Source: an optimization exercise on an open RTL-to-GDS flow (aim: small area and a short achievable clock period). Production flows keep margins and buffers that such runs may drop.
At most, simulation tests tie the RTL to the original design; equivalence was not proved.
Function not checked in run 1: the RTL went through the layout flow alone.

==> flow/design.v (outline; a module is shown in full before it is edited, if it fits) <==
// module beamformer_top: 3681 lines
module beamformer_top (
	input  wire         clock,
	input  wire         reset,
	input  wire         in_valid,
	input  wire [79:0]  sample_i,
	input  wire [79:0]  sample_q,
	input  wire         wr_en,
	input  wire [2:0]   wr_elem,
	input  wire [1:0]   wr_sel,
	input  wire [4:0]   wr_data,
	output wire         out_valid,
	output wire [15:0]  out_i,
	output wire [15:0]  out_q
);
  // ...
==> flow/flow/run.sh <==
#!/bin/bash
set -euo pipefail
R=$PWD/orfs/results/sky130hd/beamformer_top/base
ARGS=(SETUP_SLACK_MARGIN=6.0
	"BUFFER_PORTS_ARGS=-buffer_cell sky130_fd_sc_hd__buf_2"
	"CTS_ARGS=-sink_clustering_enable -repair_clock_nets -dont_use_dummy_load -sink_clustering_size 25 -sink_clustering_max_diameter 90")
bash standard.sh "${ARGS[@]}" "$R/1_2_yosys.v" > synth.log 2>&1
cp "$R/1_2_yosys.v" "$R/1_2_yosys.standard.v"
python3 flow/fixinv.py "$R/1_2_yosys.standard.v" "$R/1_2_yosys.v" > fixinv.log 2>&1
bash standard.sh "${ARGS[@]}" finish > layout.log 2>&1
==> flow/flow/fixinv.py <==
#!/usr/bin/env python3
"""Remove inverters around full-adder cells in a Yosys netlist.

Yosys's extract_fa often builds a full adder on inverted inputs and inverts
its outputs back. A full adder is self-dual, fa(~a,~b,~c) = (~sum, ~cout),
so a cell can swap the polarity of all its pins: where that lets inverters
on its inputs and outputs cancel, this script does so. Registers and every
other cell are left as they are.

usage: fixinv.py IN.v OUT.v
"""
import re
import sys

FA = 'sky130_fd_sc_hd__fa_'
INV = ('sky130_fd_sc_hd__inv_', 'sky130_fd_sc_hd__clkinv_')
OUTPINS = {'X', 'Y', 'Q', 'Q_N', 'SUM', 'COUT', 'HI', 'LO'}

src = open(sys.argv[1]).read()
inst_re = re.compile(r'^(\s*)(sky130_fd_sc_hd__\w+)\s+(\S+)\s*\((.*?)\);\n', re.S | re.M)
pin_re = re.compile(r'\.(\w+)\(\s*(.*?)\s*\)\s*(?:,|$)', re.S)

insts = {}
order = []
for m in inst_re.finditer(src):
    typ, name, body = m.group(2), m.group(3), m.group(4)
    pins = dict((p, n.strip()) for p, n in pin_re.findall(body))
    insts[name] = [typ, pins]
    order.append(name)
rest = inst_re.sub('', src)

m = re.search(r'module\s+\w+\s*\((.*?)\);', src, re.S)
ext_text = '\n'.join(l for l in rest.split(';') if re.match(r'\s*(input|output|inout|assign)\b', l))
ext_names = set(re.findall(r'(\\\S+|[A-Za-z_][\w$]*)', ext_text))
# port names from the header too
ext_names |= set(re.findall(r'(\\\S+|[A-Za-z_][\w$]*)', m.group(1)))


def is_inv(t):
    return t.startswith(INV)


drv = {}
loads = {}


def rebuild():
    drv.clear()
    loads.clear()
    for n, (t, pins) in insts.items():
        for p, net in pins.items():
            if p in OUTPINS:
                drv[net] = (n, p)
            else:
                loads.setdefault(net, []).append((n, p))


rebuild()
cnt = [0]


def newnet():
    cnt[0] += 1
    return '_fixinv_%d_' % cnt[0]


new_wires = []


def external(net):
    return net in ext_names or net.startswith("1'")


def inv_of(net):
    """A net carrying ~net without adding a cell, or None."""
    d = drv.get(net)
    if d and is_inv(insts[d[0]][0]):
        return insts[d[0]][1]['A']
    for (n, p) in loads.get(net, []):
        if is_inv(insts[n][0]) and n in insts:
            return insts[n][1]['Y']
    return None


def gain(name):
    t, pins = insts[name]
    g = 0
    for p in ('A', 'B', 'CIN'):
        net = pins[p]
        d = drv.get(net)
        if d and is_inv(insts[d[0]][0]) and len(loads.get(net, [])) == 1 and not external(net):
            g += 1          # that inverter goes away
        elif inv_of(net) is None:
            g -= 1          # a new inverter is needed
    for p in ('SUM', 'COUT'):
        net = pins[p]
        ls = loads.get(net, [])
        invs = [n for (n, q) in ls if is_inv(insts[n][0]) and not external(insts[n][1]['Y'])]
        others = len(ls) - len(invs) + (1 if external(net) else 0)
        g += len(invs)
        if others:
            g -= 1
    return g


def flip(name):
    t, pins = insts[name]
    for p in ('A', 'B', 'CIN'):
        net = pins[p]
        d = drv.get(net)
        if d and is_inv(insts[d[0]][0]) and len(loads.get(net, [])) == 1 and not external(net):
            a = insts[d[0]][1]['A']
            del insts[d[0]]
            pins[p] = a
        else:
            alt = inv_of(net)
            if alt is None:
                alt = newnet()
                new_wires.append(alt)
                insts['_fixinv_i%d_' % cnt[0]] = ['sky130_fd_sc_hd__inv_1', {'A': net, 'Y': alt}]
                order.append('_fixinv_i%d_' % cnt[0])
            pins[p] = alt
        rebuild()
    for p in ('SUM', 'COUT'):
        net = pins[p]
        ls = loads.get(net, [])
        invs = [n for (n, q) in ls if is_inv(insts[n][0]) and not external(insts[n][1]['Y'])]
        others = [(n, q) for (n, q) in ls if n not in invs]
        nn = newnet()
        new_wires.append(nn)
        pins[p] = nn            # the cell now drives ~old value on nn
        for n in invs:
            y = insts[n][1]['Y']
            del insts[n]
            # loads of y now read nn directly
            for (m2, q2) in loads.get(y, []):
                if m2 in insts:
                    insts[m2][1][q2] = nn
        if others or external(net):
            insts['_fixinv_o%d_' % cnt[0]] = ['sky130_fd_sc_hd__inv_1', {'A': nn, 'Y': net}]
            order.append('_fixinv_o%d_' % cnt[0])
        rebuild()


before = sum(1 for t, _ in insts.values() if is_inv(t))
changed = True
passes = 0
while changed and passes < 20:
    changed = False
    passes += 1
    for name in list(order):
        if name in insts and insts[name][0].startswith(FA) and gain(name) > 0:
            flip(name)
            changed = True
after = sum(1 for t, _ in insts.values() if is_inv(t))

# emit
out = []
ins = []
for name in order:
    if name not in insts:
        continue
    t, pins = insts[name]
    body = ',\n'.join('    .%s(%s%s)' % (p, n, ' ' if n.startswith('\\') else '') for p, n in pins.items())
    ins.append('  %s %s (\n%s\n  );\n' % (t, name, body))
text = rest
idx = text.rindex('endmodule')
wires = ''.join('  wire %s;\n' % w for w in new_wires)
# put new wires after the module header
hdr_end = re.search(r'module\s+\w+\s*\(.*?\);\n', text, re.S).end()
text = text[:hdr_end] + wires + text[hdr_end:]
idx = text.rindex('endmodule')
text = text[:idx] + ''.join(ins) + text[idx:]
open(sys.argv[2], 'w').write(text)
print('inverters: %d -> %d (%d passes)' % (before, after, passes), file=sys.stderr)
==> flow/standard.sh <==
#!/bin/bash
# synth_recipe.tcl (not shown) runs the flow's synth.tcl, then flattens the netlist and writes it again
# the make line also repeats each setting of config.mk as NAME=value (left out here)
make -C /OpenROAD-flow-scripts/flow DESIGN_CONFIG=/design/flow/config.mk WORK_HOME=/design/flow/orfs CLKGATE_MAP_FILE= SYNTH_SCRIPT=/design/flow/synth_recipe.tcl "${@:-finish}"
==> flow/config.mk <==
export PLATFORM = sky130hd
export DESIGN_NAME = beamformer_top
export DESIGN_NICKNAME = beamformer_top
export VERILOG_FILES = /design/flow/design.v
export SDC_FILE = /design/flow/constraint.sdc
export NUM_CORES = 4
export LEC_CHECK = 0
export CAP_MARGIN = 20
export CORE_MARGIN = 2
export CORE_UTILIZATION = 55
export SETUP_SLACK_MARGIN = 5
export SLEW_MARGIN = 20
==> flow/constraint.sdc <==
create_clock -name core_clock -period 9.0 [get_ports {clock}]
set_input_delay 1.8000 -clock core_clock [delete_from_list [all_inputs] [get_ports {clock}]]
set_output_delay 1.8000 -clock core_clock [all_outputs]
set_load 0.01 [all_outputs]
==> summary.log, run 1 <==
qor: final_layout.biggest_cell_category_by_area_in_the_final_layout multi-input gates
qor: critical_path.path_cells buf_6
qor: hold_path.instance_count_along_the_most_critical_hold_path 2
qor: flow_run.drv_cap 0
qor: critical_path.timing.setup.critical_path_class reg -> out
qor: final_layout.stdcell_area 94200 sq um
qor: critical_path.critical_path_sink_type primary output
qor: critical_path.worstSetupStartpoint oq_r[6]$_DFF_P_
qor: timing.final_sum_of_negative_setup_slack 0 ps
qor: timing.worst_slack 5920 ps
qor: final_layout.layout.clock_buffers 76
qor: final_layout.fraction_of_area_in_multi_input_gates 58.9%
qor: route.route.antenna.remaining_nets 0
qor: clocking.worst_skew_pair.late_latency 730 ps
qor: floorplanning.num_tap_cells 2058
qor: timing.setup_viol_count_final 0
qor: critical_path.setup.worst_path.end out_q[6]
qor: final_layout.post-route-util 60.1%
qor: route.wl_met2 112 mm
qor: timing.rsz0062_at_grt true
qor: timing.finClkSkew 85.0 ps
qor: clocking.tritoncts.num_buffers 76
qor: clocking.cts_root_buf clkbuf_16
qor: route.dr.first_iter.drc_count 5112
qor: critical_path.critical-path-top-delay-family flip-flops
qor: hold_path.hold_start vi_1l_r[2]$_DFF_P_
qor: status.status complete, no violations
qor: route.route.detailed.drc 0
qor: grt.global_route.usage.total 29.1%
==> run 2, diff against run 1 <==
--- a/flow/design.v
+++ b/flow/design.v
@@ -462,11 +462,11 @@
 	assign {ti0c_175, ti0s_174} = ti0c_118 + ti0s_145 + ti0c_144;
 	wire ti0s_176, ti0c_177;
 	assign {ti0c_177, ti0s_176} = pp_66 + ti0s_147 + ti0c_146;
-	wire [3:0] vi_0l = {1'b0, ti0c_151, ti0c_149, ti0s_148} + {1'b0, ti0s_152, ti0s_150, pp_34};
-	reg [3:0] vi_0l_r;
-	reg [13:0] vi_0a_r, vi_0b_r;
-	always @(posedge clock) begin vi_0l_r <= vi_0l; vi_0a_r <= {1'b1, ti0c_177, ti0c_175, ti0c_173, ti0c_171, ti0c_169, ti0c_167, ti0c_165, ti0c_163, ti0c_161, ti0c_159, ti0c_157, ti0c_155, ti0c_153}; vi_0b_r <= {1'b0, pp_33, ti0s_176, ti0s_174, ti0s_172, ti0s_170, ti0s_168, ti0s_166, ti0s_164, ti0s_162, ti0s_160, ti0s_158, ti0s_156, ti0s_154}; end
-	wire [16:0] vi_0 = {vi_0a_r + vi_0b_r + vi_0l_r[3], vi_0l_r[2:0]};
+	wire [4:0] vi_0l = {1'b0, ti0c_153, ti0c_151, ti0c_149, ti0s_148} + {1'b0, ti0s_154, ti0s_152, ti0s_150, pp_34};
+	reg [4:0] vi_0l_r;
+	reg [12:0] vi_0a_r, vi_0b_r;
+	always @(posedge clock) begin vi_0l_r <= vi_0l; vi_0a_r <= {1'b1, ti0c_177, ti0c_175, ti0c_173, ti0c_171, ti0c_169, ti0c_167, ti0c_165, ti0c_163, ti0c_161, ti0c_159, ti0c_157, ti0c_155}; vi_0b_r <= {1'b0, pp_33, ti0s_176, ti0s_174, ti0s_172, ti0s_170, ti0s_168, ti0s_166, ti0s_164, ti0s_162, ti0s_160, ti0s_158, ti0s_156}; end
+	wire [16:0] vi_0 = {vi_0a_r + vi_0b_r + vi_0l_r[4], vi_0l_r[3:0]};
 	wire pp_178 = (bc0_0_one & xq_0[0]) ^ bc0_0_neg;
 	wire pp_179 = ((bc0_0_one & xq_0[1]) | (bc0_0_two & xq_0[0])) ^ bc0_0_neg;
 	wire pp_180 = ((bc0_0_one & xq_0[2]) | (bc0_0_two & xq_0[1])) ^ bc0_0_neg;
@@ -647,11 +647,11 @@
 	assign {tq0c_355, tq0s_354} = tq0c_298 + tq0s_325 + tq0c_324;
 	wire tq0s_356, tq0c_357;
 	assign {tq0c_357, tq0s_356} = pp_245 + tq0s_327 + tq0c_326;
-	wire [3:0] vq_0l = {1'b0, tq0c_331, tq0c_329, tq0s_328} + {1'b0, tq0s_332, tq0s_330, pp_211};
-	reg [3:0] vq_0l_r;
-	reg [13:0] vq_0a_r, vq_0b_r;
-	always @(posedge clock) begin vq_0l_r <= vq_0l; vq_0a_r <= {1'b1, tq0c_357, tq0c_355, tq0c_353, tq0c_351, tq0c_349, tq0c_347, tq0c_345, tq0c_343, tq0c_341, tq0c_339, tq0c_337, tq0c_335, tq0c_333}; vq_0b_r <= {1'b0, pp_210, tq0s_356, tq0s_354, tq0s_352, tq0s_350, tq0s_348, tq0s_346, tq0s_344, tq0s_342, tq0s_340, tq0s_338, tq0s_336, tq0s_334}; end
-	wire [16:0] vq_0 = {vq_0a_r + vq_0b_r + vq_0l_r[3], vq_0l_r[2:0]};
+	wire [4:0] vq_0l = {1'b0, tq0c_333, tq0c_331, tq0c_329, tq0s_328} + {1'b0, tq0s_334, tq0s_332, tq0s_330, pp_211};
+	reg [4:0] vq_0l_r;
+	reg [12:0] vq_0a_r, vq_0b_r;
+	always @(posedge clock) begin vq_0l_r <= vq_0l; vq_0a_r <= {1'b1, tq0c_357, tq0c_355, tq0c_353, tq0c_351, tq0c_349, tq0c_347, tq0c_345, tq0c_343, tq0c_341, tq0c_339, tq0c_337, tq0c_335}; vq_0b_r <= {1'b0, pp_210, tq0s_356, tq0s_354, tq0s_352, tq0s_350, tq0s_348, tq0s_346, tq0s_344, tq0s_342, tq0s_340, tq0s_338, tq0s_336}; end
+	wire [16:0] vq_0 = {vq_0a_r + vq_0b_r + vq_0l_r[4], vq_0l_r[3:0]};
 	wire [9:0] xi_1 = si_r[19:10];
 	wire [9:0] xq_1 = sq_r[19:10];
 	wire pp_358 = (bc1_0_one & xi_1[0]) ^ bc1_0_neg;
@@ -831,11 +831,11 @@
 	assign {ti1c_532, ti1s_531} = ti1c_475 + ti1s_502 + ti1c_501;
 	wire ti1s_533, ti1c_534;
 	assign {ti1c_534, ti1s_533} = pp_423 + ti1s_504 + ti1c_503;
-	wire [3:0] vi_1l = {1'b0, ti1c_508, ti1c_506, ti1s_505} + {1'b0, ti1s_509, ti1s_507, pp_391};
-	reg [3:0] vi_1l_r;
-	reg [13:0] vi_1a_r, vi_1b_r;
-	always @(posedge clock) begin vi_1l_r <= vi_1l; vi_1a_r <= {1'b1, ti1c_534, ti1c_532, ti1c_530, ti1c_528, ti1c_526, ti1c_524, ti1c_522, ti1c_520, ti1c_518, ti1c_516, ti1c_514, ti1c_512, ti1c_510}; vi_1b_r <= {1'b0, pp_390, ti1s_533, ti1s_531, ti1s_529, ti1s_527, ti1s_525, ti1s_523, ti1s_521, ti1s_519, ti1s_517, ti1s_515, ti1s_513, ti1s_511}; end
-	wire [16:0] vi_1 = {vi_1a_r + vi_1b_r + vi_1l_r[3], vi_1l_r[2:0]};
+	wire [4:0] vi_1l = {1'b0, ti1c_510, ti1c_508, ti1c_506, ti1s_505} + {1'b0, ti1s_511, ti1s_509, ti1s_507, pp_391};
+	reg [4:0] vi_1l_r;
+	reg [12:0] vi_1a_r, vi_1b_r;
+	always @(posedge clock) begin vi_1l_r <= vi_1l; vi_1a_r <= {1'b1, ti1c_534, ti1c_532, ti1c_530, ti1c_528, ti1c_526, ti1c_524, ti1c_522, ti1c_520, ti1c_518, ti1c_516, ti1c_514, ti1c_512}; vi_1b_r <= {1'b0, pp_390, ti1s_533, ti1s_531, ti1s_529, ti1s_527, ti1s_525, ti1s_523, ti1s_521, ti1s_519, ti1s_517, ti1s_515, ti1s_513}; end
+	wire [16:0] vi_1 = {vi_1a_r + vi_1b_r + vi_1l_r[4], vi_1l_r[3:0]};
 	wire pp_535 = (bc1_0_one & xq_1[0]) ^ bc1_0_neg;
 	wire pp_536 = ((bc1_0_one & xq_1[1]) | (bc1_0_two & xq_1[0])) ^ bc1_0_neg;
 	wire pp_537 = ((bc1_0_one & xq_1[2]) | (bc1_0_two & xq_1[1])) ^ bc1_0_neg;
@@ -1016,11 +1016,11 @@
 	assign {tq1c_712, tq1s_711} = tq1c_655 + tq1s_682 + tq1c_681;
 	wire tq1s_713, tq1c_714;
 	assign {tq1c_714, tq1s_713} = pp_602 + tq1s_684 + tq1c_683;
-	wire [3:0] vq_1l = {1'b0, tq1c_688, tq1c_686, tq1s_685} + {1'b0, tq1s_689, tq1s_687, pp_568};
-	reg [3:0] vq_1l_r;
-	reg [13:0] vq_1a_r, vq_1b_r;
-	always @(posedge clock) begin vq_1l_r <= vq_1l; vq_1a_r <= {1'b1, tq1c_714, tq1c_712, tq1c_710, tq1c_708, tq1c_706, tq1c_704, tq1c_702, tq1c_700, tq1c_698, tq1c_696, tq1c_694, tq1c_692, tq1c_690}; vq_1b_r <= {1'b0, pp_567, tq1s_713, tq1s_711, tq1s_709, tq1s_707, tq1s_705, tq1s_703, tq1s_701, tq1s_699, tq1s_697, tq1s_695, tq1s_693, tq1s_691}; end
-	wire [16:0] vq_1 = {vq_1a_r + vq_1b_r + vq_1l_r[3], vq_1l_r[2:0]};
+	wire [4:0] vq_1l = {1'b0, tq1c_690, tq1c_688, tq1c_686, tq1s_685} + {1'b0, tq1s_691, tq1s_689, tq1s_687, pp_568};
+	reg [4:0] vq_1l_r;
+	reg [12:0] vq_1a_r, vq_1b_r;
+	always @(posedge clock) begin vq_1l_r <= vq_1l; vq_1a_r <= {1'b1, tq1c_714, tq1c_712, tq1c_710, tq1c_708, tq1c_706, tq1c_704, tq1c_702, tq1c_700, tq1c_698, tq1c_696, tq1c_694, tq1c_692}; vq_1b_r <= {1'b0, pp_567, tq1s_713, tq1s_711, tq1s_709, tq1s_707, tq1s_705, tq1s_703, tq1s_701, tq1s_699, tq1s_697, tq1s_695, tq1s_693}; end
+	wire [16:0] vq_1 = {vq_1a_r + vq_1b_r + vq_1l_r[4], vq_1l_r[3:0]};
 	wire [9:0] xi_2 = si_r[29:20];
 	wire [9:0] xq_2 = sq_r[29:20];
 	wire pp_715 = (bc2_0_one & xi_2[0]) ^ bc2_0_neg;
@@ -1200,11 +1200,11 @@
 	assign {ti2c_889, ti2s_888} = ti2c_832 + ti2s_859 + ti2c_858;
 	wire ti2s_890, ti2c_891;
 	assign {ti2c_891, ti2s_890} = pp_780 + ti2s_861 + ti2c_860;
-	wire [3:0] vi_2l = {1'b0, ti2c_865, ti2c_863, ti2s_862} + {1'b0, ti2s_866, ti2s_864, pp_748};
-	reg [3:0] vi_2l_r;
-	reg [13:0] vi_2a_r, vi_2b_r;
-	always @(posedge clock) begin vi_2l_r <= vi_2l; vi_2a_r <= {1'b1, ti2c_891, ti2c_889, ti2c_887, ti2c_885, ti2c_883, ti2c_881, ti2c_879, ti2c_877, ti2c_875, ti2c_873, ti2c_871, ti2c_869, ti2c_867}; vi_2b_r <= {1'b0, pp_747, ti2s_890, ti2s_888, ti2s_886, ti2s_884, ti2s_882, ti2s_880, ti2s_878, ti2s_876, ti2s_874, ti2s_872, ti2s_870, ti2s_868}; end
-	wire [16:0] vi_2 = {vi_2a_r + vi_2b_r + vi_2l_r[3], vi_2l_r[2:0]};
+	wire [4:0] vi_2l = {1'b0, ti2c_867, ti2c_865, ti2c_863, ti2s_862} + {1'b0, ti2s_868, ti2s_866, ti2s_864, pp_748};
+	reg [4:0] vi_2l_r;
+	reg [12:0] vi_2a_r, vi_2b_r;
+	always @(posedge clock) begin vi_2l_r <= vi_2l; vi_2a_r <= {1'b1, ti2c_891, ti2c_889, ti2c_887, ti2c_885, ti2c_883, ti2c_881, ti2c_879, ti2c_877, ti2c_875, ti2c_873, ti2c_871, ti2c_869}; vi_2b_r <= {1'b0, pp_747, ti2s_890, ti2s_888, ti2s_886, ti2s_884, ti2s_882, ti2s_880, ti2s_878, ti2s_876, ti2s_874, ti2s_872, ti2s_870}; end
+	wire [16:0] vi_2 = {vi_2a_r + vi_2b_r + vi_2l_r[4], vi_2l_r[3:0]};
 	wire pp_892 = (bc2_0_one & xq_2[0]) ^ bc2_0_neg;
 	wire pp_893 = ((bc2_0_one & xq_2[1]) | (bc2_0_two & xq_2[0])) ^ bc2_0_neg;
 	wire pp_894 = ((bc2_0_one & xq_2[2]) | (bc2_0_two & xq_2[1])) ^ bc2_0_neg;
@@ -1385,11 +1385,11 @@
 	assign {tq2c_1069, tq2s_1068} = tq2c_1012 + tq2s_1039 + tq2c_1038;
 	wire tq2s_1070, tq2c_1071;
 	assign {tq2c_1071, tq2s_1070} = pp_959 + tq2s_1041 + tq2c_1040;
-	wire [3:0] vq_2l = {1'b0, tq2c_1045, tq2c_1043, tq2s_1042} + {1'b0, tq2s_1046, tq2s_1044, pp_925};
-	reg [3:0] vq_2l_r;
-	reg [13:0] vq_2a_r, vq_2b_r;
-	always @(posedge clock) begin vq_2l_r <= vq_2l; vq_2a_r <= {1'b1, tq2c_1071, tq2c_1069, tq2c_1067, tq2c_1065, tq2c_1063, tq2c_1061, tq2c_1059, tq2c_1057, tq2c_1055, tq2c_1053, tq2c_1051, tq2c_1049, tq2c_1047}; vq_2b_r <= {1'b0, pp_924, tq2s_1070, tq2s_1068, tq2s_1066, tq2s_1064, tq2s_1062, tq2s_1060, tq2s_1058, tq2s_1056, tq2s_1054, tq2s_1052, tq2s_1050, tq2s_1048}; end
-	wire [16:0] vq_2 = {vq_2a_r + vq_2b_r + vq_2l_r[3], vq_2l_r[2:0]};
+	wire [4:0] vq_2l = {1'b0, tq2c_1047, tq2c_1045, tq2c_1043, tq2s_1042} + {1'b0, tq2s_1048, tq2s_1046, tq2s_1044, pp_925};
+	reg [4:0] vq_2l_r;
+	reg [12:0] vq_2a_r, vq_2b_r;
+	always @(posedge clock) begin vq_2l_r <= vq_2l; vq_2a_r <= {1'b1, tq2c_1071, tq2c_1069, tq2c_1067, tq2c_1065, tq2c_1063, tq2c_1061, tq2c_1059, tq2c_1057, tq2c_1055, tq2c_1053, tq2c_1051, tq2c_1049}; vq_2b_r <= {1'b0, pp_924, tq2s_1070, tq2s_1068, tq2s_1066, tq2s_1064, tq2s_1062, tq2s_1060, tq2s_1058, tq2s_1056, tq2s_1054, tq2s_1052, tq2s_1050}; end
+	wire [16:0] vq_2 = {vq_2a_r + vq_2b_r + vq_2l_r[4], vq_2l_r[3:0]};
 	wire [9:0] xi_3 = si_r[39:30];
 	wire [9:0] xq_3 = sq_r[39:30];
 	wire pp_1072 = (bc3_0_one & xi_3[0]) ^ bc3_0_neg;
@@ -1569,11 +1569,11 @@
 	assign {ti3c_1246, ti3s_1245} = ti3c_1189 + ti3s_1216 + ti3c_1215;
 	wire ti3s_1247, ti3c_1248;
 	assign {ti3c_1248, ti3s_1247} = pp_1137 + ti3s_1218 + ti3c_1217;
-	wire [3:0] vi_3l = {1'b0, ti3c_1222, ti3c_1220, ti3s_1219} + {1'b0, ti3s_1223, ti3s_1221, pp_1105};
-	reg [3:0] vi_3l_r;
-	reg [13:0] vi_3a_r, vi_3b_r;
-	always @(posedge clock) begin vi_3l_r <= vi_3l; vi_3a_r <= {1'b1, ti3c_1248, ti3c_1246, ti3c_1244, ti3c_1242, ti3c_1240, ti3c_1238, ti3c_1236, ti3c_1234, ti3c_1232, ti3c_1230, ti3c_1228, ti3c_1226, ti3c_1224}; vi_3b_r <= {1'b0, pp_1104, ti3s_1247, ti3s_1245, ti3s_1243, ti3s_1241, ti3s_1239, ti3s_1237, ti3s_1235, ti3s_1233, ti3s_1231, ti3s_1229, ti3s_1227, ti3s_1225}; end
-	wire [16:0] vi_3 = {vi_3a_r + vi_3b_r + vi_3l_r[3], vi_3l_r[2:0]};
+	wire [4:0] vi_3l = {1'b0, ti3c_1224, ti3c_1222, ti3c_1220, ti3s_1219} + {1'b0, ti3s_1225, ti3s_1223, ti3s_1221, pp_1105};
+	reg [4:0] vi_3l_r;
+	reg [12:0] vi_3a_r, vi_3b_r;
+	always @(posedge clock) begin vi_3l_r <= vi_3l; vi_3a_r <= {1'b1, ti3c_1248, ti3c_1246, ti3c_1244, ti3c_1242, ti3c_1240, ti3c_1238, ti3c_1236, ti3c_1234, ti3c_1232, ti3c_1230, ti3c_1228, ti3c_1226}; vi_3b_r <= {1'b0, pp_1104, ti3s_1247, ti3s_1245, ti3s_1243, ti3s_1241, ti3s_1239, ti3s_1237, ti3s_1235, ti3s_1233, ti3s_1231, ti3s_1229, ti3s_1227}; end
+	wire [16:0] vi_3 = {vi_3a_r + vi_3b_r + vi_3l_r[4], vi_3l_r[3:0]};
 	wire pp_1249 = (bc3_0_one & xq_3[0]) ^ bc3_0_neg;
 	wire pp_1250 = ((bc3_0_one & xq_3[1]) | (bc3_0_two & xq_3[0])) ^ bc3_0_neg;
 	wire pp_1251 = ((bc3_0_one & xq_3[2]) | (bc3_0_two & xq_3[1])) ^ bc3_0_neg;
@@ -1754,11 +1754,11 @@
 	assign {tq3c_1426, tq3s_1425} = tq3c_1369 + tq3s_1396 + tq3c_1395;
 	wire tq3s_1427, tq3c_1428;
 	assign {tq3c_1428, tq3s_1427} = pp_1316 + tq3s_1398 + tq3c_1397;
-	wire [3:0] vq_3l = {1'b0, tq3c_1402, tq3c_1400, tq3s_1399} + {1'b0, tq3s_1403, tq3s_1401, pp_1282};
-	reg [3:0] vq_3l_r;
-	reg [13:0] vq_3a_r, vq_3b_r;
-	always @(posedge clock) begin vq_3l_r <= vq_3l; vq_3a_r <= {1'b1, tq3c_1428, tq3c_1426, tq3c_1424, tq3c_1422, tq3c_1420, tq3c_1418, tq3c_1416, tq3c_1414, tq3c_1412, tq3c_1410, tq3c_1408, tq3c_1406, tq3c_1404}; vq_3b_r <= {1'b0, pp_1281, tq3s_1427, tq3s_1425, tq3s_1423, tq3s_1421, tq3s_1419, tq3s_1417, tq3s_1415, tq3s_1413, tq3s_1411, tq3s_1409, tq3s_1407, tq3s_1405}; end
-	wire [16:0] vq_3 = {vq_3a_r + vq_3b_r + vq_3l_r[3], vq_3l_r[2:0]};
+	wire [4:0] vq_3l = {1'b0, tq3c_1404, tq3c_1402, tq3c_1400, tq3s_1399} + {1'b0, tq3s_1405, tq3s_1403, tq3s_1401, pp_1282};
+	reg [4:0] vq_3l_r;
+	reg [12:0] vq_3a_r, vq_3b_r;
+	always @(posedge clock) begin vq_3l_r <= vq_3l; vq_3a_r <= {1'b1, tq3c_1428, tq3c_1426, tq3c_1424, tq3c_1422, tq3c_1420, tq3c_1418, tq3c_1416, tq3c_1414, tq3c_1412, tq3c_1410, tq3c_1408, tq3c_1406}; vq_3b_r <= {1'b0, pp_1281, tq3s_1427, tq3s_1425, tq3s_1423, tq3s_1421, tq3s_1419, tq3s_1417, tq3s_1415, tq3s_1413, tq3s_1411, tq3s_1409, tq3s_1407}; end
+	wire [16:0] vq_3 = {vq_3a_r + vq_3b_r + vq_3l_r[4], vq_3l_r[3:0]};
 	wire [9:0] xi_4 = si_r[49:40];
 	wire [9:0] xq_4 = sq_r[49:40];
 	wire pp_1429 = (bc4_0_one & xi_4[0]) ^ bc4_0_neg;
@@ -1938,11 +1938,11 @@
 	assign {ti4c_1603, ti4s_1602} = ti4c_1546 + ti4s_1573 + ti4c_1572;
 	wire ti4s_1604, ti4c_1605;
 	assign {ti4c_1605, ti4s_1604} = pp_1494 + ti4s_1575 + ti4c_1574;
-	wire [3:0] vi_4l = {1'b0, ti4c_1579, ti4c_1577, ti4s_1576} + {1'b0, ti4s_1580, ti4s_1578, pp_1462};
-	reg [3:0] vi_4l_r;
-	reg [13:0] vi_4a_r, vi_4b_r;
-	always @(posedge clock) begin vi_4l_r <= vi_4l; vi_4a_r <= {1'b1, ti4c_1605, ti4c_1603, ti4c_1601, ti4c_1599, ti4c_1597, ti4c_1595, ti4c_1593, ti4c_1591, ti4c_1589, ti4c_1587, ti4c_1585, ti4c_1583, ti4c_1581}; vi_4b_r <= {1'b0, pp_1461, ti4s_1604, ti4s_1602, ti4s_1600, ti4s_1598, ti4s_1596, ti4s_1594, ti4s_1592, ti4s_1590, ti4s_1588, ti4s_1586, ti4s_1584, ti4s_1582}; end
-	wire [16:0] vi_4 = {vi_4a_r + vi_4b_r + vi_4l_r[3], vi_4l_r[2:0]};
+	wire [4:0] vi_4l = {1'b0, ti4c_1581, ti4c_1579, ti4c_1577, ti4s_1576} + {1'b0, ti4s_1582, ti4s_1580, ti4s_1578, pp_1462};
+	reg [4:0] vi_4l_r;
+	reg [12:0] vi_4a_r, vi_4b_r;
+	always @(posedge clock) begin vi_4l_r <= vi_4l; vi_4a_r <= {1'b1, ti4c_1605, ti4c_1603, ti4c_1601, ti4c_1599, ti4c_1597, ti4c_1595, ti4c_1593, ti4c_1591, ti4c_1589, ti4c_1587, ti4c_1585, ti4c_1583}; vi_4b_r <= {1'b0, pp_1461, ti4s_1604, ti4s_1602, ti4s_1600, ti4s_1598, ti4s_1596, ti4s_1594, ti4s_1592, ti4s_1590, ti4s_1588, ti4s_1586, ti4s_1584}; end
+	wire [16:0] vi_4 = {vi_4a_r + vi_4b_r + vi_4l_r[4], vi_4l_r[3:0]};
 	wire pp_1606 = (bc4_0_one & xq_4[0]) ^ bc4_0_neg;
 	wire pp_1607 = ((bc4_0_one & xq_4[1]) | (bc4_0_two & xq_4[0])) ^ bc4_0_neg;
 	wire pp_1608 = ((bc4_0_one & xq_4[2]) | (bc4_0_two & xq_4[1])) ^ bc4_0_neg;
@@ -2123,11 +2123,11 @@
 	assign {tq4c_1783, tq4s_1782} = tq4c_1726 + tq4s_1753 + tq4c_1752;
 	wire tq4s_1784, tq4c_1785;
 	assign {tq4c_1785, tq4s_1784} = pp_1673 + tq4s_1755 + tq4c_1754;
-	wire [3:0] vq_4l = {1'b0, tq4c_1759, tq4c_1757, tq4s_1756} + {1'b0, tq4s_1760, tq4s_1758, pp_1639};
-	reg [3:0] vq_4l_r;
-	reg [13:0] vq_4a_r, vq_4b_r;
-	always @(posedge clock) begin vq_4l_r <= vq_4l; vq_4a_r <= {1'b1, tq4c_1785, tq4c_1783, tq4c_1781, tq4c_1779, tq4c_1777, tq4c_1775, tq4c_1773, tq4c_1771, tq4c_1769, tq4c_1767, tq4c_1765, tq4c_1763, tq4c_1761}; vq_4b_r <= {1'b0, pp_1638, tq4s_1784, tq4s_1782, tq4s_1780, tq4s_1778, tq4s_1776, tq4s_1774, tq4s_1772, tq4s_1770, tq4s_1768, tq4s_1766, tq4s_1764, tq4s_1762}; end
-	wire [16:0] vq_4 = {vq_4a_r + vq_4b_r + vq_4l_r[3], vq_4l_r[2:0]};
+	wire [4:0] vq_4l = {1'b0, tq4c_1761, tq4c_1759, tq4c_1757, tq4s_1756} + {1'b0, tq4s_1762, tq4s_1760, tq4s_1758, pp_1639};
+	reg [4:0] vq_4l_r;
+	reg [12:0] vq_4a_r, vq_4b_r;
+	always @(posedge clock) begin vq_4l_r <= vq_4l; vq_4a_r <= {1'b1, tq4c_1785, tq4c_1783, tq4c_1781, tq4c_1779, tq4c_1777, tq4c_1775, tq4c_1773, tq4c_1771, tq4c_1769, tq4c_1767, tq4c_1765, tq4c_1763}; vq_4b_r <= {1'b0, pp_1638, tq4s_1784, tq4s_1782, tq4s_1780, tq4s_1778, tq4s_1776, tq4s_1774, tq4s_1772, tq4s_1770, tq4s_1768, tq4s_1766, tq4s_1764}; end
+	wire [16:0] vq_4 = {vq_4a_r + vq_4b_r + vq_4l_r[4], vq_4l_r[3:0]};
 	wire [9:0] xi_5 = si_r[59:50];
 	wire [9:0] xq_5 = sq_r[59:50];
 	wire pp_1786 = (bc5_0_one & xi_5[0]) ^ bc5_0_neg;
@@ -2307,11 +2307,11 @@
 	assign {ti5c_1960, ti5s_1959} = ti5c_1903 + ti5s_1930 + ti5c_1929;
 	wire ti5s_1961, ti5c_1962;
 	assign {ti5c_1962, ti5s_1961} = pp_1851 + ti5s_1932 + ti5c_1931;
-	wire [3:0] vi_5l = {1'b0, ti5c_1936, ti5c_1934, ti5s_1933} + {1'b0, ti5s_1937, ti5s_1935, pp_1819};
-	reg [3:0] vi_5l_r;
-	reg [13:0] vi_5a_r, vi_5b_r;
-	always @(posedge clock) begin vi_5l_r <= vi_5l; vi_5a_r <= {1'b1, ti5c_1962, ti5c_1960, ti5c_1958, ti5c_1956, ti5c_1954, ti5c_1952, ti5c_1950, ti5c_1948, ti5c_1946, ti5c_1944, ti5c_1942, ti5c_1940, ti5c_1938}; vi_5b_r <= {1'b0, pp_1818, ti5s_1961, ti5s_1959, ti5s_1957, ti5s_1955, ti5s_1953, ti5s_1951, ti5s_1949, ti5s_1947, ti5s_1945, ti5s_1943, ti5s_1941, ti5s_1939}; end
-	wire [16:0] vi_5 = {vi_5a_r + vi_5b_r + vi_5l_r[3], vi_5l_r[2:0]};
+	wire [4:0] vi_5l = {1'b0, ti5c_1938, ti5c_1936, ti5c_1934, ti5s_1933} + {1'b0, ti5s_1939, ti5s_1937, ti5s_1935, pp_1819};
+	reg [4:0] vi_5l_r;
+	reg [12:0] vi_5a_r, vi_5b_r;
+	always @(posedge clock) begin vi_5l_r <= vi_5l; vi_5a_r <= {1'b1, ti5c_1962, ti5c_1960, ti5c_1958, ti5c_1956, ti5c_1954, ti5c_1952, ti5c_1950, ti5c_1948, ti5c_1946, ti5c_1944, ti5c_1942, ti5c_1940}; vi_5b_r <= {1'b0, pp_1818, ti5s_1961, ti5s_1959, ti5s_1957, ti5s_1955, ti5s_1953, ti5s_1951, ti5s_1949, ti5s_1947, ti5s_1945, ti5s_1943, ti5s_1941}; end
+	wire [16:0] vi_5 = {vi_5a_r + vi_5b_r + vi_5l_r[4], vi_5l_r[3:0]};
 	wire pp_1963 = (bc5_0_one & xq_5[0]) ^ bc5_0_neg;
 	wire pp_1964 = ((bc5_0_one & xq_5[1]) | (bc5_0_two & xq_5[0])) ^ bc5_0_neg;
 	wire pp_1965 = ((bc5_0_one & xq_5[2]) | (bc5_0_two & xq_5[1])) ^ bc5_0_neg;
@@ -2492,11 +2492,11 @@
 	assign {tq5c_2140, tq5s_2139} = tq5c_2083 + tq5s_2110 + tq5c_2109;
 	wire tq5s_2141, tq5c_2142;
 	assign {tq5c_2142, tq5s_2141} = pp_2030 + tq5s_2112 + tq5c_2111;
-	wire [3:0] vq_5l = {1'b0, tq5c_2116, tq5c_2114, tq5s_2113} + {1'b0, tq5s_2117, tq5s_2115, pp_1996};
-	reg [3:0] vq_5l_r;
-	reg [13:0] vq_5a_r, vq_5b_r;
-	always @(posedge clock) begin vq_5l_r <= vq_5l; vq_5a_r <= {1'b1, tq5c_2142, tq5c_2140, tq5c_2138, tq5c_2136, tq5c_2134, tq5c_2132, tq5c_2130, tq5c_2128, tq5c_2126, tq5c_2124, tq5c_2122, tq5c_2120, tq5c_2118}; vq_5b_r <= {1'b0, pp_1995, tq5s_2141, tq5s_2139, tq5s_2137, tq5s_2135, tq5s_2133, tq5s_2131, tq5s_2129, tq5s_2127, tq5s_2125, tq5s_2123, tq5s_2121, tq5s_2119}; end
-	wire [16:0] vq_5 = {vq_5a_r + vq_5b_r + vq_5l_r[3], vq_5l_r[2:0]};
+	wire [4:0] vq_5l = {1'b0, tq5c_2118, tq5c_2116, tq5c_2114, tq5s_2113} + {1'b0, tq5s_2119, tq5s_2117, tq5s_2115, pp_1996};
+	reg [4:0] vq_5l_r;
+	reg [12:0] vq_5a_r, vq_5b_r;
+	always @(posedge clock) begin vq_5l_r <= vq_5l; vq_5a_r <= {1'b1, tq5c_2142, tq5c_2140, tq5c_2138, tq5c_2136, tq5c_2134, tq5c_2132, tq5c_2130, tq5c_2128, tq5c_2126, tq5c_2124, tq5c_2122, tq5c_2120}; vq_5b_r <= {1'b0, pp_1995, tq5s_2141, tq5s_2139, tq5s_2137, tq5s_2135, tq5s_2133, tq5s_2131, tq5s_2129, tq5s_2127, tq5s_2125, tq5s_2123, tq5s_2121}; end
+	wire [16:0] vq_5 = {vq_5a_r + vq_5b_r + vq_5l_r[4], vq_5l_r[3:0]};
 	wire [9:0] xi_6 = si_r[69:60];
 	wire [9:0] xq_6 = sq_r[69:60];
 	wire pp_2143 = (bc6_0_one & xi_6[0]) ^ bc6_0_neg;
@@ -2676,11 +2676,11 @@
 	assign {ti6c_2317, ti6s_2316} = ti6c_2260 + ti6s_2287 + ti6c_2286;
 	wire ti6s_2318, ti6c_2319;
 	assign {ti6c_2319, ti6s_2318} = pp_2208 + ti6s_2289 + ti6c_2288;
-	wire [3:0] vi_6l = {1'b0, ti6c_2293, ti6c_2291, ti6s_2290} + {1'b0, ti6s_2294, ti6s_2292, pp_2176};
-	reg [3:0] vi_6l_r;
-	reg [13:0] vi_6a_r, vi_6b_r;
-	always @(posedge clock) begin vi_6l_r <= vi_6l; vi_6a_r <= {1'b1, ti6c_2319, ti6c_2317, ti6c_2315, ti6c_2313, ti6c_2311, ti6c_2309, ti6c_2307, ti6c_2305, ti6c_2303, ti6c_2301, ti6c_2299, ti6c_2297, ti6c_2295}; vi_6b_r <= {1'b0, pp_2175, ti6s_2318, ti6s_2316, ti6s_2314, ti6s_2312, ti6s_2310, ti6s_2308, ti6s_2306, ti6s_2304, ti6s_2302, ti6s_2300, ti6s_2298, ti6s_2296}; end
-	wire [16:0] vi_6 = {vi_6a_r + vi_6b_r + vi_6l_r[3], vi_6l_r[2:0]};
+	wire [4:0] vi_6l = {1'b0, ti6c_2295, ti6c_2293, ti6c_2291, ti6s_2290} + {1'b0, ti6s_2296, ti6s_2294, ti6s_2292, pp_2176};
+	reg [4:0] vi_6l_r;
+	reg [12:0] vi_6a_r, vi_6b_r;
+	always @(posedge clock) begin vi_6l_r <= vi_6l; vi_6a_r <= {1'b1, ti6c_2319, ti6c_2317, ti6c_2315, ti6c_2313, ti6c_2311, ti6c_2309, ti6c_2307, ti6c_2305, ti6c_2303, ti6c_2301, ti6c_2299, ti6c_2297}; vi_6b_r <= {1'b0, pp_2175, ti6s_2318, ti6s_2316, ti6s_2314, ti6s_2312, ti6s_2310, ti6s_2308, ti6s_2306, ti6s_2304, ti6s_2302, ti6s_2300, ti6s_2298}; end
+	wire [16:0] vi_6 = {vi_6a_r + vi_6b_r + vi_6l_r[4], vi_6l_r[3:0]};
 	wire pp_2320 = (bc6_0_one & xq_6[0]) ^ bc6_0_neg;
 	wire pp_2321 = ((bc6_0_one & xq_6[1]) | (bc6_0_two & xq_6[0])) ^ bc6_0_neg;
 	wire pp_2322 = ((bc6_0_one & xq_6[2]) | (bc6_0_two & xq_6[1])) ^ bc6_0_neg;
@@ -2861,11 +2861,11 @@
 	assign {tq6c_2497, tq6s_2496} = tq6c_2440 + tq6s_2467 + tq6c_2466;
 	wire tq6s_2498, tq6c_2499;
 	assign {tq6c_2499, tq6s_2498} = pp_2387 + tq6s_2469 + tq6c_2468;
-	wire [3:0] vq_6l = {1'b0, tq6c_2473, tq6c_2471, tq6s_2470} + {1'b0, tq6s_2474, tq6s_2472, pp_2353};
-	reg [3:0] vq_6l_r;
-	reg [13:0] vq_6a_r, vq_6b_r;
-	always @(posedge clock) begin vq_6l_r <= vq_6l; vq_6a_r <= {1'b1, tq6c_2499, tq6c_2497, tq6c_2495, tq6c_2493, tq6c_2491, tq6c_2489, tq6c_2487, tq6c_2485, tq6c_2483, tq6c_2481, tq6c_2479, tq6c_2477, tq6c_2475}; vq_6b_r <= {1'b0, pp_2352, tq6s_2498, tq6s_2496, tq6s_2494, tq6s_2492, tq6s_2490, tq6s_2488, tq6s_2486, tq6s_2484, tq6s_2482, tq6s_2480, tq6s_2478, tq6s_2476}; end
-	wire [16:0] vq_6 = {vq_6a_r + vq_6b_r + vq_6l_r[3], vq_6l_r[2:0]};
+	wire [4:0] vq_6l = {1'b0, tq6c_2475, tq6c_2473, tq6c_2471, tq6s_2470} + {1'b0, tq6s_2476, tq6s_2474, tq6s_2472, pp_2353};
+	reg [4:0] vq_6l_r;
+	reg [12:0] vq_6a_r, vq_6b_r;
+	always @(posedge clock) begin vq_6l_r <= vq_6l; vq_6a_r <= {1'b1, tq6c_2499, tq6c_2497, tq6c_2495, tq6c_2493, tq6c_2491, tq6c_2489, tq6c_2487, tq6c_2485, tq6c_2483, tq6c_2481, tq6c_2479, tq6c_2477}; vq_6b_r <= {1'b0, pp_2352, tq6s_2498, tq6s_2496, tq6s_2494, tq6s_2492, tq6s_2490, tq6s_2488, tq6s_2486, tq6s_2484, tq6s_2482, tq6s_2480, tq6s_2478}; end
+	wire [16:0] vq_6 = {vq_6a_r + vq_6b_r + vq_6l_r[4], vq_6l_r[3:0]};
 	wire [9:0] xi_7 = si_r[79:70];
 	wire [9:0] xq_7 = sq_r[79:70];
 	wire pp_2500 = (bc7_0_one & xi_7[0]) ^ bc7_0_neg;
@@ -3045,11 +3045,11 @@
 	assign {ti7c_2674, ti7s_2673} = ti7c_2617 + ti7s_2644 + ti7c_2643;
 	wire ti7s_2675, ti7c_2676;
 	assign {ti7c_2676, ti7s_2675} = pp_2565 + ti7s_2646 + ti7c_2645;
-	wire [3:0] vi_7l = {1'b0, ti7c_2650, ti7c_2648, ti7s_2647} + {1'b0, ti7s_2651, ti7s_2649, pp_2533};
-	reg [3:0] vi_7l_r;
-	reg [13:0] vi_7a_r, vi_7b_r;
-	always @(posedge clock) begin vi_7l_r <= vi_7l; vi_7a_r <= {1'b1, ti7c_2676, ti7c_2674, ti7c_2672, ti7c_2670, ti7c_2668, ti7c_2666, ti7c_2664, ti7c_2662, ti7c_2660, ti7c_2658, ti7c_2656, ti7c_2654, ti7c_2652}; vi_7b_r <= {1'b0, pp_2532, ti7s_2675, ti7s_2673, ti7s_2671, ti7s_2669, ti7s_2667, ti7s_2665, ti7s_2663, ti7s_2661, ti7s_2659, ti7s_2657, ti7s_2655, ti7s_2653}; end
-	wire [16:0] vi_7 = {vi_7a_r + vi_7b_r + vi_7l_r[3], vi_7l_r[2:0]};
+	wire [4:0] vi_7l = {1'b0, ti7c_2652, ti7c_2650, ti7c_2648, ti7s_2647} + {1'b0, ti7s_2653, ti7s_2651, ti7s_2649, pp_2533};
+	reg [4:0] vi_7l_r;
+	reg [12:0] vi_7a_r, vi_7b_r;
+	always @(posedge clock) begin vi_7l_r <= vi_7l; vi_7a_r <= {1'b1, ti7c_2676, ti7c_2674, ti7c_2672, ti7c_2670, ti7c_2668, ti7c_2666, ti7c_2664, ti7c_2662, ti7c_2660, ti7c_2658, ti7c_2656, ti7c_2654}; vi_7b_r <= {1'b0, pp_2532, ti7s_2675, ti7s_2673, ti7s_2671, ti7s_2669, ti7s_2667, ti7s_2665, ti7s_2663, ti7s_2661, ti7s_2659, ti7s_2657, ti7s_2655}; end
+	wire [16:0] vi_7 = {vi_7a_r + vi_7b_r + vi_7l_r[4], vi_7l_r[3:0]};
 	wire pp_2677 = (bc7_0_one & xq_7[0]) ^ bc7_0_neg;
 	wire pp_2678 = ((bc7_0_one & xq_7[1]) | (bc7_0_two & xq_7[0])) ^ bc7_0_neg;
 	wire pp_2679 = ((bc7_0_one & xq_7[2]) | (bc7_0_two & xq_7[1])) ^ bc7_0_neg;
@@ -3230,11 +3230,11 @@
 	assign {tq7c_2854, tq7s_2853} = tq7c_2797 + tq7s_2824 + tq7c_2823;
 	wire tq7s_2855, tq7c_2856;
 	assign {tq7c_2856, tq7s_2855} = pp_2744 + tq7s_2826 + tq7c_2825;
-	wire [3:0] vq_7l = {1'b0, tq7c_2830, tq7c_2828, tq7s_2827} + {1'b0, tq7s_2831, tq7s_2829, pp_2710};
-	reg [3:0] vq_7l_r;
-	reg [13:0] vq_7a_r, vq_7b_r;
-	always @(posedge clock) begin vq_7l_r <= vq_7l; vq_7a_r <= {1'b1, tq7c_2856, tq7c_2854, tq7c_2852, tq7c_2850, tq7c_2848, tq7c_2846, tq7c_2844, tq7c_2842, tq7c_2840, tq7c_2838, tq7c_2836, tq7c_2834, tq7c_2832}; vq_7b_r <= {1'b0, pp_2709, tq7s_2855, tq7s_2853, tq7s_2851, tq7s_2849, tq7s_2847, tq7s_2845, tq7s_2843, tq7s_2841, tq7s_2839, tq7s_2837, tq7s_2835, tq7s_2833}; end
-	wire [16:0] vq_7 = {vq_7a_r + vq_7b_r + vq_7l_r[3], vq_7l_r[2:0]};
+	wire [4:0] vq_7l = {1'b0, tq7c_2832, tq7c_2830, tq7c_2828, tq7s_2827} + {1'b0, tq7s_2833, tq7s_2831, tq7s_2829, pp_2710};
+	reg [4:0] vq_7l_r;
+	reg [12:0] vq_7a_r, vq_7b_r;
+	always @(posedge clock) begin vq_7l_r <= vq_7l; vq_7a_r <= {1'b1, tq7c_2856, tq7c_2854, tq7c_2852, tq7c_2850, tq7c_2848, tq7c_2846, tq7c_2844, tq7c_2842, tq7c_2840, tq7c_2838, tq7c_2836, tq7c_2834}; vq_7b_r <= {1'b0, pp_2709, tq7s_2855, tq7s_2853, tq7s_2851, tq7s_2849, tq7s_2847, tq7s_2845, tq7s_2843, tq7s_2841, tq7s_2839, tq7s_2837, tq7s_2835}; end
+	wire [16:0] vq_7 = {vq_7a_r + vq_7b_r + vq_7l_r[4], vq_7l_r[3:0]};
 	wire ui_0_n_ovf = (vi_0[16] != vi_0[15]) || (vi_0[16] != vi_0[14]);
 	wire [14:0] ui_0_n = ui_0_n_ovf ? {15{~vi_0[16]}} : {~vi_0[14], vi_0[13:0]};
 	reg [14:0] ui_0;
--- a/flow/flow/run.sh
+++ b/flow/flow/run.sh
@@ -1,7 +1,7 @@
 #!/bin/bash
 set -euo pipefail
 R=$PWD/orfs/results/sky130hd/beamformer_top/base
-ARGS=(SETUP_SLACK_MARGIN=6.0
+ARGS=(SETUP_SLACK_MARGIN=6.1
 	"BUFFER_PORTS_ARGS=-buffer_cell sky130_fd_sc_hd__buf_2"
 	"CTS_ARGS=-sink_clustering_enable -repair_clock_nets -dont_use_dummy_load -sink_clustering_size 25 -sink_clustering_max_diameter 90")
 bash standard.sh "${ARGS[@]}" "$R/1_2_yosys.v" > synth.log 2>&1
==> summary.log, run 2 <==
qor: clocking.worst_skew_pair.late_latency 710 ps [-20 ps]
qor: route.route.antenna.remaining_nets 0 [unchanged]
qor: final_layout.flip_flop_count_of_the_largest_register_all_copies_and_words_added 160
qor: clocking.cts_stage_hold_buffer_count 0
qor: route.dr.first_iter.drc_count 5311 [+3.9%]
qor: route.drt_pre_antenna_iters 8
qor: critical_path.timing.setup.critical_path_class reg -> out
qor: hold_path.min_delay_worst_endpoint ui_2[2]$_DFF_P_
qor: timing.final_worst_path_period_share 33.6%
qor: floorplanning.ioPinCount 207
qor: placement.globalplace.congestion 0.894
qor: hold_path.hold_start vi_2l_r[2]$_DFF_P_
qor: synthesis.synthesis.area_per_instance 10.4 sq um
qor: synthesis.yosysWarningCount 1
qor: synthesis.syn-num-nets 10000
qor: grt.vias_in_the_first_global_route 60900
qor: critical_path.timing.rr.end vq_5b_r[4]$_DFF_P_
qor: final_layout.nets 10000
qor: final_layout.layout.cells.most_common_list xnor2_1 (1123), fa_1 (894), a22oi_1 (845), inv_1 (841), dfxtp_1 (806)
qor: status.status complete, no violations
qor: timing.rsz0062_at_grt true
qor: timing.worst-slew-pin-transition 1020 ps
qor: grt.grt_start_max_net_pins 40
qor: route.route.detailed.drc 0 [unchanged]
qor: grt.globalRouteMet1Util 40.3%
qor: grt.gr-max-usage-layer met2
qor: final_layout.layout.cells.most_common xnor2_1
qor: grt.global_route.usage.met3 3.77%
qor: clocking.cts_root_buf clkbuf_16
qor: final_layout.stdcell_area 95000 sq um [+0.85%]
qor: route.via_count 60100
qor: grt.global_route.usage.total 28.7% [-0.36 points]
qor: grt.gr-total-overflow 0
qor: synthesis.post_syn_area 87300 sq um
qor: critical_path.reg2regPathDepth 9
qor: floorplanning.die_w 402 um
qor: critical_path.critical-path-top-delay-family flip-flops
qor: critical_path.arrival_time_of_data_at_the_critical_path_endpoint 1220 ps
qor: route.routed_wl 235 mm
qor: clocking.number_of_buffers_between_clock_root_and_the_deepest_sink 3
qor: timing.final_sum_of_negative_setup_slack 0 ps [unchanged]
qor: flow_run.drv_cap 0 [unchanged]
qor: placement.portBuffers 206
qor: critical_path.critPathMaxStageDelay 410 ps
qor: timing.max_clock_freq 331 MHz
qor: floorplanning.start_util 55.2%
qor: grt.antenna_found_initial 18
qor: critical_path.cp-start-kind flip-flop
qor: critical_path.path_cells buf_6
qor: timing.maxSlewViolCount 0
qor: grt.grt_first_pass_wirelength 360 mm
qor: timing.post-route-min-period 3020 ps
qor: final_layout.final_layout_size_suffix_gt1_share 13.3%
qor: hold_path.instance_count_along_the_most_critical_hold_path 2 [unchanged]
qor: critical_path.max_stage_delay_cell_worst_path dfxtp_4
qor: critical_path.r2r_slack 6110 ps
qor: critical_path.critical_path_sink_type primary output
qor: final_layout.largest-register bank
qor: floorplanning.die_h 402 um
qor: route.drt-wirelength-per-cell 22.5 um
qor: clocking.cts_htree_levels 3
qor: critical_path.worst-path-buf-inv 1
qor: floorplanning.std_cell_rows 146
qor: critical_path.cp_max_fo 1
qor: final_layout.post-route-util 60.1% [about the same]
qor: clocking.tritoncts.num_buffers 72 [-5.3%]
qor: critical_path.r2r_start bc5_0_two$_DFF_P_
qor: critical_path.cp.required 7200 ps
qor: synthesis.synth_cells 8393
qor: hold_path.hp-class reg -> reg
qor: grt.global_route.usage.met2 46.2%
qor: clocking.cts.clk_slew.worst_paths 90 ps
qor: final_layout.syn_to_final_growth 8.84%
qor: floorplanning.die-area 162000 sq um
qor: final_layout.biggestRegsByFlops bank (160), si_r (80), sq_r (80)
qor: route.routed_via_density 5.75
qor: final_layout.fillerInstances 13400
qor: placement.detailed_place.area 89200 sq um
qor: clocking.tritoncts done
qor: clocking.clock_sink_count 1273
qor: timing.report.final.hold_viol_count 0
qor: floorplanning.floorplan.core_area 158000 sq um
qor: placement.dp.final_hpwl 172 mm
qor: timing.setup_viol_count_final 0 [unchanged]
qor: timing.finClkSkew 65.4 ps [-19.6 ps]
qor: timing.timing.max_slew.rel_slack 32.1%
run 2: cell types whose count changed in the layout (fill, tap and decap cells not counted), sizes merged, moves of 16 or more:
cell | previous run | this run
a21o | 193 | 124
a21oi | 257 | 533
buf | 387 | 416
dfxtp | 1129 | 1113
inv | 830 | 851
nand2 | 237 | 259
nand3b | 9 | 29
nor3 | 56 | 36
o21ai | 419 | 315
run 2: routing by layer:
| layer | up-vias | wire, um |
|---|---|---|
| met5 | - | 95 |
| met2 | 1914 | 110000 |
| met1 | 30000 | 103000 |
| li1 | 27800 | - |
| met4 | 14 | 7770 |
| met3 | 335 | 14700 |
run 2: worst max-delay path by stage:
| stage | from | endpoint | slack (ps) | cells after the start |
|---|---|---|---|---|
| floorplan | reset | bank[20][0]$_SDFFCE_PN0P_ | 6020 | 5 |
| detailed placement | reset | bank[29][3]$_SDFFCE_PN0P_ | 4490 | 6 |
| CTS | vq_6l_r[4]$_DFF_P_ | uq_6[7]$_DFF_P_ | 5910 | 10 |
| finish | oi_r[7]$_DFF_P_ | out_i[7] | 5980 | 1 |
| global placement | reset | bank[29][0]$_SDFFCE_PN0P_ | 4520 | 6 |
| global route | oi_r[6]$_DFF_P_ | out_i[6] | 5910 | 1 |
run 2: timing repair:
item	in CTS	in global routing
pin swaps	5	41
buffers inserted	69	116
setup endpoints to repair	955	417
hold endpoints to repair	0	0
cloned	0	4
resized for setup	473	251
run 2: worst min-delay path, cell delays in order, from the launching register on:
cell and delay, ps:
dfxtp_1 310, inv_1 40, a21oi_1 50
run 2: area by class of cell:
class | count | area (sq um) | area share [%]
Antenna cell | 10 | 25.0 | 0.0263
Clock buffer | 72 | 1800 | 1.90
Inverter | 881 | 3430 | 3.61
Multi-Input combinational cell | 5724 | 56000 | 59.0
Sequential cell | 1273 | 27700 | 29.2
Tap cell | 2072 | 2590 | 2.73
Timing Repair Buffer | 419 | 3350 | 3.52
run 2: metrics by stage:
stage	worst slack [ps]	std cells	hold WS (ps)
after CTS	5910	10300	404
final	5980	10500	416
after global routing	5910	10400	441
after global placement	4520	10200	421
after floorplan	6020	8393	410
after detailed placement	4490	10200	421
==> run 3, diff against run 2 <==
--- a/flow/flow/run.sh
+++ b/flow/flow/run.sh
@@ -1,7 +1,7 @@
 #!/bin/bash
 set -euo pipefail
 R=$PWD/orfs/results/sky130hd/beamformer_top/base
-ARGS=(SETUP_SLACK_MARGIN=6.1
+ARGS=(SETUP_SLACK_MARGIN=5.9
 	"BUFFER_PORTS_ARGS=-buffer_cell sky130_fd_sc_hd__buf_2"
 	"CTS_ARGS=-sink_clustering_enable -repair_clock_nets -dont_use_dummy_load -sink_clustering_size 25 -sink_clustering_max_diameter 90")
 bash standard.sh "${ARGS[@]}" "$R/1_2_yosys.v" > synth.log 2>&1
==> summary.log, run 3 <==
qor: final_layout.layout.cells.most_common xnor2_1
qor: final_layout.stdcell_area 92400 sq um [-2.7%]
qor: critical_path.critical_path_sink_type flip-flop
qor: clocking.number_of_buffers_between_clock_root_and_the_deepest_sink 3 [unchanged]
qor: flow_run.drv_cap 0 [unchanged]
qor: grt.global_route.usage.met2 46.4% [+0.21 points]
qor: critical_path.timing.setup.critical_path_class reg -> reg
qor: placement.portBuffers 206 [unchanged]
qor: grt.gr-max-usage-layer met2
qor: route.via_count 59400 [-1.1%]
qor: grt.global_route.usage.met3 4.15% [+0.38 points]
qor: critical_path.worstSetupStartpoint vq_4l_r[4]$_DFF_P_
qor: floorplanning.die_w 402 um [unchanged]
qor: floorplanning.start_util 55.2% [unchanged]
qor: timing.worst-slew-pin-transition 964 ps [-54.2 ps]
qor: route.drt-wirelength-per-cell 22.3 um [-0.99%]
qor: final_layout.fillerInstances 13600 [+1.7%]
qor: clocking.tritoncts done
qor: grt.grt_first_pass_wirelength 358 mm [-0.54%]
qor: grt.grt_start_max_net_pins 40 [unchanged]
qor: critical_path.cp.required 9500 ps [+2300 ps]
qor: synthesis.synth_cells 8393 [unchanged]
qor: route.drt_pre_antenna_iters 6 [-2]
qor: placement.pre_cts_ws 4600 ps [+115 ps]
qor: timing.final_worst_path_period_share 35.4% [+1.8 points]
qor: clocking.cts_htree_levels 3 [unchanged]
qor: floorplanning.ioPinCount 207 [unchanged]
qor: timing.setup_viol_count_final 0 [unchanged]
qor: critical_path.cp-start-kind flip-flop
qor: grt.antenna_found_initial 18 [unchanged]
qor: grt.vias_in_the_first_global_route 60200 [-1.2%]
qor: final_layout.nets 9906 [-1.2%]
qor: synthesis.syn-num-nets 10000 [unchanged]
qor: critical_path.arrival_time_of_data_at_the_critical_path_endpoint 3680 ps [+2460 ps]
qor: placement.detailed_place.area 89100 sq um [-0.10%]
qor: route.dr.first_iter.drc_count 5151 [-3.0%]
qor: clocking.clock_sink_count 1273 [unchanged]
qor: final_layout.post-route-util 58.5% [-1.6 points]
qor: placement.post-place-cells 10200 [+0.0098%]
qor: route.route.detailed.drc 0 [unchanged]
qor: floorplanning.die-area 162000 sq um [unchanged]
qor: synthesis.yosysWarningCount 1 [unchanged]
qor: floorplanning.floorplan.core_area 158000 sq um [unchanged]
qor: clocking.cts_root_buf clkbuf_16
qor: placement.dp.final_hpwl 173 mm [about the same]
qor: route.routed_wl 230 mm [-2.1%]
qor: timing.rsz0062_at_grt true
qor: timing.finClkSkew 82.5 ps [+17.1 ps]
qor: timing.final_sum_of_negative_setup_slack 0 ps [unchanged]
qor: final_layout.largest-register bank
qor: clocking.cts.clk_slew.worst_paths 90 ps [about the same]
qor: timing.fin_hold_ws 422 ps [+5.86 ps]
qor: placement.globalplace.congestion 0.905 [+1.3%]
qor: timing.post-route-min-period 3180 ps [+162 ps]
qor: timing.max_clock_freq 314 MHz [-5.1%]
qor: hold_path.hold_start vi_2l_r[3]$_DFF_P_
qor: hold_path.hp-class reg -> reg
qor: timing.worst_slack 5820 ps [-162 ps]
qor: final_layout.syn_to_final_growth 5.92%
qor: route.routed_via_density 5.75 [about the same]
qor: grt.gr-total-overflow 0 [unchanged]
qor: timing.report.final.hold_viol_count 0 [unchanged]
qor: grt.global_route.usage.total 28.6% [-0.095 points]
qor: clocking.tritoncts.num_buffers 72 [unchanged]
qor: critical_path.cp_max_fo 12 [+11]
qor: final_layout.final_layout_size_suffix_gt1_share 9.54% [-3.8 points]
qor: final_layout.layout.cells.most_common_list xnor2_1 (1124), dfxtp_1 (934), fa_1 (894), a22oi_1 (864), inv_1 (841)
qor: critical_path.r2r_start vq_4l_r[4]$_DFF_P_
qor: route.route.antenna.remaining_nets 0 [unchanged]
qor: synthesis.synthesis.area_per_instance 10.4 sq um [unchanged]
qor: floorplanning.die_h 402 um [unchanged]
qor: status.status complete, no violations
qor: floorplanning.std_cell_rows 146 [unchanged]
qor: final_layout.flip_flop_count_of_the_largest_register_all_copies_and_words_added 160 [unchanged]
qor: timing.timing.max_slew.rel_slack 35.8% [+3.6 points]
qor: timing.maxSlewViolCount 0 [unchanged]
qor: final_layout.biggestRegsByFlops bank (160), si_r (80), sq_r (80)
qor: synthesis.post_syn_area 87300 sq um [unchanged]
qor: clocking.worst_skew_pair.late_latency 720 ps [about the same]
qor: grt.globalRouteMet1Util 39.7% [-0.59 points]
qor: final_layout.layoutNonFillerInstCount 10300 [-1.2%]
[run 3: changes by cell type in the layout (fill, tap and decap cells not counted), moves of 37 or more]
cell	previous run	this run
dfxtp_2	204	147
dfxtp_1	806	934
buf_6	50	8
buf_4	142	94
dfxtp_4	103	32
a21oi_1	426	463
[run 3: path summary, 6_finish.rpt]
| kind | end | slack (ps) | depth (start not counted) |
|---|---|---|---|
| max | uq_4[6]$_DFF_P_ | 5820 | 10 |
| min | ui_2[3]$_DFF_P_ | 420 | 2 |
| max reg2reg | uq_4[6]$_DFF_P_ | 5820 | 10 |
| min reg2reg | ui_2[3]$_DFF_P_ | 420 | 2 |
[run 3: repair_timing]
action                                  4_1_cts  5_1_grt
setup buffers                                53       16
gates resized for setup                     183      185
pin swaps                                     0        4
endpoints found under the setup margin      785      305
hold buffers                                  0        0
[run 3: per-layer routing]
layer / wire length [um] / share of wire [%]
met4: 7720 / 3.4
met2: 108000 / 47
met3: 14400 / 6.3
met5: 137 / 0.060
met1: 100000 / 44
[run 3: cell type report]
cell class                      instances  area (sq um)  area share [%]
Timing Repair Buffer                  304          1840            1.99
Tap cell                             2072          2590            2.81
Antenna cell                            7          17.5          0.0190
Multi-Input combinational cell       5720         55400            59.9
Sequential cell                      1273         27400            29.6
Clock buffer                           72          1800            1.95
Inverter                              881          3420            3.71
[run 3: worst max-delay path, cell delays in order, from the launching register on]
cell and delay (ps):
dfxtp_1 340, fa_1 180, inv_1 60, fa_1 400, nor2b_1 170, o31a_1 160
o21ai_1 100, a21oi_1 410, a31o_2 370, o21ai_4 180, a21oi_1 630

==> static timing again, ports no longer ideal <==
In the flow no input, the clock included, has a driving cell. The finished layouts below were timed again as built, in two steps.
Step 1 assumes that a clkbuf_16 drives the clock port and a buf_2 every other input.
Step 2 moves the port delays by t, midway between the first and last clock arrival at a register: inputs arrive t later, outputs are due t later. That takes back most of the time a late clock gives input paths.
Three values: ideal ports, drivers, drivers and shift; two values: the first two.
run	t (ns)	slack for setup (ns)	cell pins on the clock port's net
run 1	0.775	5.920 / 5.829 / 5.365	1
run 2	0.753	5.980 / 5.901 / 5.340	1
run 3	0.764	5.818 / 5.818 / 5.245	1
After both steps every run listed still meets setup and hold. For run 2, which loses most, drivers alone change the setup slack by -0.079 ns; drivers and shift together by -0.640 ns.
